What follows belongs to an exercise in optimizing a design on an open flow for small area; a production flow would make more cautious choices. Only simulation tests tie the RTL to the original design; equivalence was not proved. Power is estimated from default activity; no workload was simulated.

==> design.v <==
package regfile_pkg;
    localparam int DATA_W_DEF = 32;
    localparam int ADDR_W_DEF = 5;
    typedef enum logic {
        ST_CLEAR = 1'b0,
        ST_RUN   = 1'b1
    } rf_state_e;
endpackage
import regfile_pkg::*;
module regfile_scoreboard #(
    parameter int ADDR_W  = regfile_pkg::ADDR_W_DEF,
    parameter int DEPTH   = 32,
    parameter int NREAD   = 2,
    parameter int NWRITE  = 2,
    parameter int ZERO_R0 = 1
) (
    input  logic                     clk,
    input  logic                     rst,
    input  logic                     run,
    input  logic [NREAD*ADDR_W-1:0]  ra,
    input  logic [NREAD-1:0]         bypass_hit,
    input  logic [NWRITE-1:0]        we,
    input  logic [NWRITE*ADDR_W-1:0] wa,
    input  logic                     rsv,
    input  logic [ADDR_W-1:0]        rsva,
    input  logic                     flush,
    output logic [NREAD-1:0]         rrdy
);
    function automatic logic rf_addr_ok(input logic [31:0] addr);
        rf_addr_ok = (addr < DEPTH) && !((ZERO_R0 != 0) && (addr == 32'd0));
    endfunction
    logic [DEPTH-1:0] pend_q, pend_d;
    always_comb begin
        pend_d = pend_q;
        if (run) begin
            if (flush) begin
                pend_d = '0;
            end
            for (int j = 0; j < NWRITE; j++) begin
                if (we[j] && rf_addr_ok(32'(wa[(j)*(ADDR_W) +: (ADDR_W)]))) begin
                    pend_d[wa[(j)*(ADDR_W) +: (ADDR_W)]] = 1'b0;
                end
            end
            if (rsv && rf_addr_ok(32'(rsva))) begin
                pend_d[rsva] = 1'b1;
            end
        end
    end
    always_ff @(posedge clk) begin
        if (rst) begin
            pend_q <= '0;
        end else begin
            pend_q <= pend_d;
        end
    end
    always_comb begin
        rrdy = '0;
        for (int k = 0; k < NREAD; k++) begin
            if (run) begin
                if (!rf_addr_ok(32'(ra[(k)*(ADDR_W) +: (ADDR_W)])) || bypass_hit[k]) begin
                    rrdy[k] = 1'b1;
                end else begin
                    rrdy[k] = !pend_q[ra[(k)*(ADDR_W) +: (ADDR_W)]];
                end
            end
        end
    end
endmodule
import regfile_pkg::*;
module register_file_mp #(
    parameter int DATA_W  = regfile_pkg::DATA_W_DEF,
    parameter int ADDR_W  = regfile_pkg::ADDR_W_DEF,
    parameter int DEPTH   = 32,
    parameter int NREAD   = 2,
    parameter int NWRITE  = 2,
    parameter int ZERO_R0 = 1
) (
    input  logic                     RegisterFileMP_CLK,
    input  logic                     RegisterFileMP_RST,
    input  logic [NREAD*ADDR_W-1:0]  RegisterFileMP_RA,
    output logic [NREAD*DATA_W-1:0]  RegisterFileMP_RD,
    output logic [NREAD-1:0]         RegisterFileMP_RRDY,
    input  logic [NWRITE-1:0]        RegisterFileMP_WE,
    input  logic [NWRITE*ADDR_W-1:0] RegisterFileMP_WA,
    input  logic [NWRITE*DATA_W-1:0] RegisterFileMP_WD,
    input  logic                     RegisterFileMP_RSV,
    input  logic [ADDR_W-1:0]        RegisterFileMP_RSVA,
    input  logic                     RegisterFileMP_FLUSH,
    output logic                     RegisterFileMP_BUSY
);
    function automatic logic rf_addr_ok(input logic [31:0] addr);
        rf_addr_ok = (addr < DEPTH) && !((ZERO_R0 != 0) && (addr == 32'd0));
    endfunction
    localparam logic [ADDR_W:0] LAST_IDX = (ADDR_W + 1)'(DEPTH - 1);
    regfile_pkg::rf_state_e state_q, state_d;
    logic [ADDR_W:0]   idx_q, idx_d;
    logic [DATA_W-1:0] mem_q [DEPTH];
    logic              run;
    logic [NREAD-1:0]  bypass_hit;
    assign run                 = (state_q == ST_RUN) && !RegisterFileMP_RST;
    assign RegisterFileMP_BUSY = !run;
    always_comb begin
        state_d = state_q;
        idx_d   = idx_q;
        if (state_q == ST_CLEAR) begin
            idx_d = idx_q + (ADDR_W + 1)'(1);
            if (idx_q == LAST_IDX) begin
                state_d = ST_RUN;
            end
        end
    end
    always_ff @(posedge RegisterFileMP_CLK) begin
        if (RegisterFileMP_RST) begin
            state_q <= ST_CLEAR;
            idx_q   <= '0;
        end else begin
            state_q <= state_d;
            idx_q   <= idx_d;
        end
    end
    always_ff @(posedge RegisterFileMP_CLK) begin
        if (!RegisterFileMP_RST && state_q == ST_CLEAR) begin
            mem_q[idx_q[ADDR_W-1:0]] <= '0;
        end else if (run) begin
            for (int j = 0; j < NWRITE; j++) begin
                if (RegisterFileMP_WE[j] &&
                    rf_addr_ok(32'(RegisterFileMP_WA[(j)*(ADDR_W) +: (ADDR_W)]))) begin
                    mem_q[RegisterFileMP_WA[(j)*(ADDR_W) +: (ADDR_W)]] <= RegisterFileMP_WD[(j)*(DATA_W) +: (DATA_W)];
                end
            end
        end
    end
    always_comb begin
        RegisterFileMP_RD = '0;
        bypass_hit        = '0;
        for (int k = 0; k < NREAD; k++) begin
            if (run && rf_addr_ok(32'(RegisterFileMP_RA[(k)*(ADDR_W) +: (ADDR_W)]))) begin
                RegisterFileMP_RD[(k)*(DATA_W) +: (DATA_W)] = mem_q[RegisterFileMP_RA[(k)*(ADDR_W) +: (ADDR_W)]];
                for (int j = 0; j < NWRITE; j++) begin
                    if (RegisterFileMP_WE[j] &&
                        RegisterFileMP_WA[(j)*(ADDR_W) +: (ADDR_W)] == RegisterFileMP_RA[(k)*(ADDR_W) +: (ADDR_W)]) begin
                        RegisterFileMP_RD[(k)*(DATA_W) +: (DATA_W)] = RegisterFileMP_WD[(j)*(DATA_W) +: (DATA_W)];
                        bypass_hit[k] = 1'b1;
                    end
                end
            end
        end
    end
    regfile_scoreboard #(
        .ADDR_W  (ADDR_W),
        .DEPTH   (DEPTH),
        .NREAD   (NREAD),
        .NWRITE  (NWRITE),
        .ZERO_R0 (ZERO_R0)
    ) u_scoreboard (
        .clk        (RegisterFileMP_CLK),
        .rst        (RegisterFileMP_RST),
        .run        (run),
        .ra         (RegisterFileMP_RA),
        .bypass_hit (bypass_hit),
        .we         (RegisterFileMP_WE),
        .wa         (RegisterFileMP_WA),
        .rsv        (RegisterFileMP_RSV),
        .rsva       (RegisterFileMP_RSVA),
        .flush      (RegisterFileMP_FLUSH),
        .rrdy       (RegisterFileMP_RRDY)
    );
endmodule
==> run.sh <==
#!/bin/bash
# synth_recipe.tcl (not shown) runs the flow's synth.tcl, then flattens the netlist and writes it again
# the make line also repeats each setting of config.mk as NAME=value (left out here)
make -C /OpenROAD-flow-scripts/flow DESIGN_CONFIG=/design/flow/config.mk WORK_HOME=/design/flow/orfs CLKGATE_MAP_FILE= SYNTH_SCRIPT=/design/flow/synth_recipe.tcl finish
==> config.mk <==
export PLATFORM = sky130hd
export DESIGN_NAME = register_file_mp
export DESIGN_NICKNAME = register_file_mp
export VERILOG_FILES = /design/flow/design.v
export SDC_FILE = /design/flow/constraint.sdc
export NUM_CORES = 4
export LEC_CHECK = 0
export CAP_MARGIN = 20
export CORE_MARGIN = 2
export CORE_UTILIZATION = 30
export PLACE_DENSITY = 0.45
export SLEW_MARGIN = 20
==> constraint.sdc <==
create_clock -name core_clock -period 7.0 [get_ports {RegisterFileMP_CLK}]
set_input_delay 1.4000 -clock core_clock [delete_from_list [all_inputs] [get_ports {RegisterFileMP_CLK}]]
set_output_delay 1.4000 -clock core_clock [all_outputs]
set_load 0.01 [all_outputs]
==> reports/qor.yml <==
run_status:
  status: "finished clean"
clock_tree:
  numCtsBuffers: 118
  clock_sinks: 1062
  post_cts_buffers: 0
  post_cts_resized: 0
  cts_htree_levels: 3
  clock-root-buffer: "clkbuf_16"
  clock_latency_ps: 770
  cts.path.max_buffers: 3
  holdBufCountCts: 0
  clkTransAtPathRegs_ps: 60
  tritoncts: "built"
power:
  p_int_uw: 10760
  swShare: 0.2592
  p_sw_uw: 3765
  leakagePower_uw: 0.02100
  seqPwrFrac: 0.477
  clkPwrFrac: 0.425
  combPwrFrac: 0.098
  p_total_uw: 14530
  ir_drop_uv: 200.2
  powerDensity_nw_per_um2: 200.4
floorplanning:
  placeableCoreArea_sq_um: 209200
  rows: 168
  initial_core_util: 0.3010
  dieHeight_um: 462.1
  die_area_sq_um: 213500
  io_pins: 162
  die_x_um: 462.1
timing:
  drv_slew: 0
  rsz0062_at_grt: "no"
  max_slew.worst_pin.slew_ps: 1094
  fin_crit_ps: 6564
  setup_viol: 0
  maxSlewHeadroom: 0.2665
  hold_viol: 0
  finalSetupTns_ps: 0
  hold_slack_ps: 491.2
  fin_crit_sh: 0.9378
  layout_setup_ws_ps: 435.7
  fmax_mhz: 152.3
  finClkSkew_ps: 17.71
synthesis:
  yosysMostFrequentCell: "nand2_1"
  syn_inst: 5519
  synth_area_sq_um: 62960
  yosysSeqAreaShare: 0.5005
  ys.flop_type: "edfxtp_1"
  synth.area.top_cells: "edfxtp_1 49%, mux4_2 14%, o21ai_0 7.9%"
  synth_seq_cells: 1062
  yosys-top-cells-count: "1121 x nand2_1, 1024 x edfxtp_1, 1000 x o21ai_0"
  ys_warn_count: 2
  synth.distinct_cells: 64
  async_flop_share: 0
  synth_top_area_frac: 0.4884
  synth_edf_count: 1024
  synth_top_cell_by_area: "edfxtp_1"
  syn_avg_cell_area_sq_um: 11.41
  synth_nets: 5628
cells_and_area:
  multiInputGateArea_sq_um: 28910
  layout.area.seq_sq_um: 31510
  area_growth_pct: 15.16
  finalNetCount: 5507
  fillCellCount: 20270
  drive_gt1_frac: 0.1910
  layout.cells.non_filler: 8312
drt:
  via_per_inst: 5.955
  vias: 49500
  wl_per_cell_um: 35.17
  drc_errors: 0
  drt_pass1_iterations: 6
  antenna_left: 0
  drt_iter0_markers: 5951
  wirelength_um: 292400
grt:
  grt_overflow_total: 0
  grt_max_degree: 65
  grt_first_pass_wirelength_um: 401400
  grt_use_total: 0.2700
  antenna_found_initial: 6
  grt_pass1_vias: 47600
placed_design:
  place_ws_ps: 656.7
  placed_cells: 8082
  gp_congestion: 0.8909
  io_buffers: 161
  hpwl_um: 174400
worst_setup_path:
  critPathKind: "reg2out"
  cp_cell_sequence: "inv_1 -> nor2_1 -> nand2_2 -> a211o_2 -> o32ai_1 -> clkdlybuf4s50_1"
  critical_path_peak_fanout: 32
  crit_slowest_cell: "dfxtp_1"
  path_delay_family: "compound AO/OA/AOI/OAI gates"
  worst-r2r-cell-count: 6
  startpoint_type: "register"
  cp_num_buf_inv: 2
  cp.arrival_ps: 5160
  crit_path_end_kind: "primary output"
  cp_slowest_stage_delay_ps: 980
  critPathRequiredTime_ps: 5600
  crit_cells: 6
flow_run:
  maxCapViolations: 0
hold_path:
  hold_depth: 2
  hold_path.class: "reg2reg"
==> per-layer routing <==
layer,wire [um],global-route usage,vias up
li1,-,-,20900
met1,111800,0.3412,25200
met2,137900,0.4415,2763
met5,13,0,-
met3,23530,0.04045,635
met4,19040,0.1527,2
==> flip-flops by register name, indices dropped and copies added, names as in the netlist <==
signal and flops:
idx_q 6, mem_q 1024, state_q 1, u_scoreboard.pend_q 31
==> worst min-delay path, delay by kind of cell, from the launching register on <==
family	cells	cell delay [ps]
AOI/OAI and AO/OA	2	130
DFF	1	320
==> layout by cell type (no fill, tap or decap), types with 9 or more instances in the layout <==
cell type and n:
a211o_1 62, a211oi_1 24, a21oi_1 41, a221o_1 15
a221oi_1 47, a22o_1 62, a22oi_1 79, buf_12 84
buf_4 210, clkbuf_1 19, clkbuf_16 118, clkdlybuf4s50_1 144
clkinv_1 34, clkinv_2 28, dfxtp_1 38, edfxtp_1 1024
ha_1 14, inv_1 13, mux2_2 67, mux2i_1 263
mux4_2 400, nand2_1 1108, nand2_2 17, nand2b_1 9
nand3_1 10, nand3b_1 12, nor2_1 70, nor2_4 34
nor2b_1 14, nor3_1 17, o21ai_0 1000, o21ai_1 43
o221ai_1 68, o22ai_1 72, o22ai_4 32, o32ai_1 63
xnor2_1 16, xor2_1 15
==> cell families after synthesis <==
logic type	Yosys count	share of synthesized area
AOI/OAI and AO/OA	1639	0.1577
DFF	1062	0.5005
adders and majority gates	14	0.002782
buffers and inverters	705	0.05122
xor gates and xnor gates	31	0.004313
and+or+nand+nor	1338	0.08661
muxes	730	0.1969
==> layout make-up <==
type,count,area share
diodes,5,0.0001726
clock buffers,144,0.04278
clock inverters,80,0.008025
inverters,15,0.0007766
multi-input cells,3752,0.3988
flip-flops and latches,1062,0.4346
well taps,2805,0.04841
repair buffers,449,0.06644
==> power groups by stage <==
stage                     Combinational [uW]  Sequential, uW  Clock (uW)
after global routing                    1440            6930        6470
after CTS                               1400            6930        6240
after detailed placement                1390            7060           0
after floorplan                          755            7060           0
after global placement                  1390            7060           0
final                                   1420            6930        6180
==> stage by stage <==
stage / cell area, sq um / utilization
after floorplan: 62960 / -
after global placement: 68750 / 0.3287
after detailed placement: 68760 / 0.3288
after CTS: 72440 / 0.3464
after global routing: 72490 / 0.3466
final: 72500 / 0.3466
==> worst paths after layout <==
kind | startpoint | endpoint | slack [ps]
setup / recovery | state_q | RegisterFileMP_RD[18] | 440
hold / removal | idx_q[5] | idx_q[5] | 490
setup reg to reg | state_q | mem_q[8][13] | 3030
hold reg to reg | idx_q[5] | idx_q[5] | 490

-- separate check: timing with driven ports --
The flow's constraints put no driver on any port. The routed layout listed below was extracted and timed again, unchanged, in two steps.
Step 1 (the two cells are an assumption about what drives the block):
set clk [get_ports {RegisterFileMP_CLK}]
set_driving_cell -lib_cell sky130_fd_sc_hd__clkbuf_16 $clk
set_driving_cell -lib_cell sky130_fd_sc_hd__buf_2 [delete_from_list [all_inputs] $clk]
Step 2 adds t to the input delays and takes it off the output delays; t is the mean of the earliest and latest rising clock arrival at the registers after step 1. Input paths then give back, and output paths get back, about the clock's delay inside the block.
a / b / c = no drivers / after step 1 / after step 2; a / b = the first two.
t, ns: 0.857
setup slack, ns: 0.436 / 0.344 / 0.538
hold WS [ns]: 0.491 / 0.491 / 0.491
clock arrival spread, ns: 0.029 / 0.028
cell pins on the clock port's net: 1
After both steps this run still meets setup and hold. The setup slack of this run moves by -0.092 ns with the drivers and by +0.102 ns with both steps.
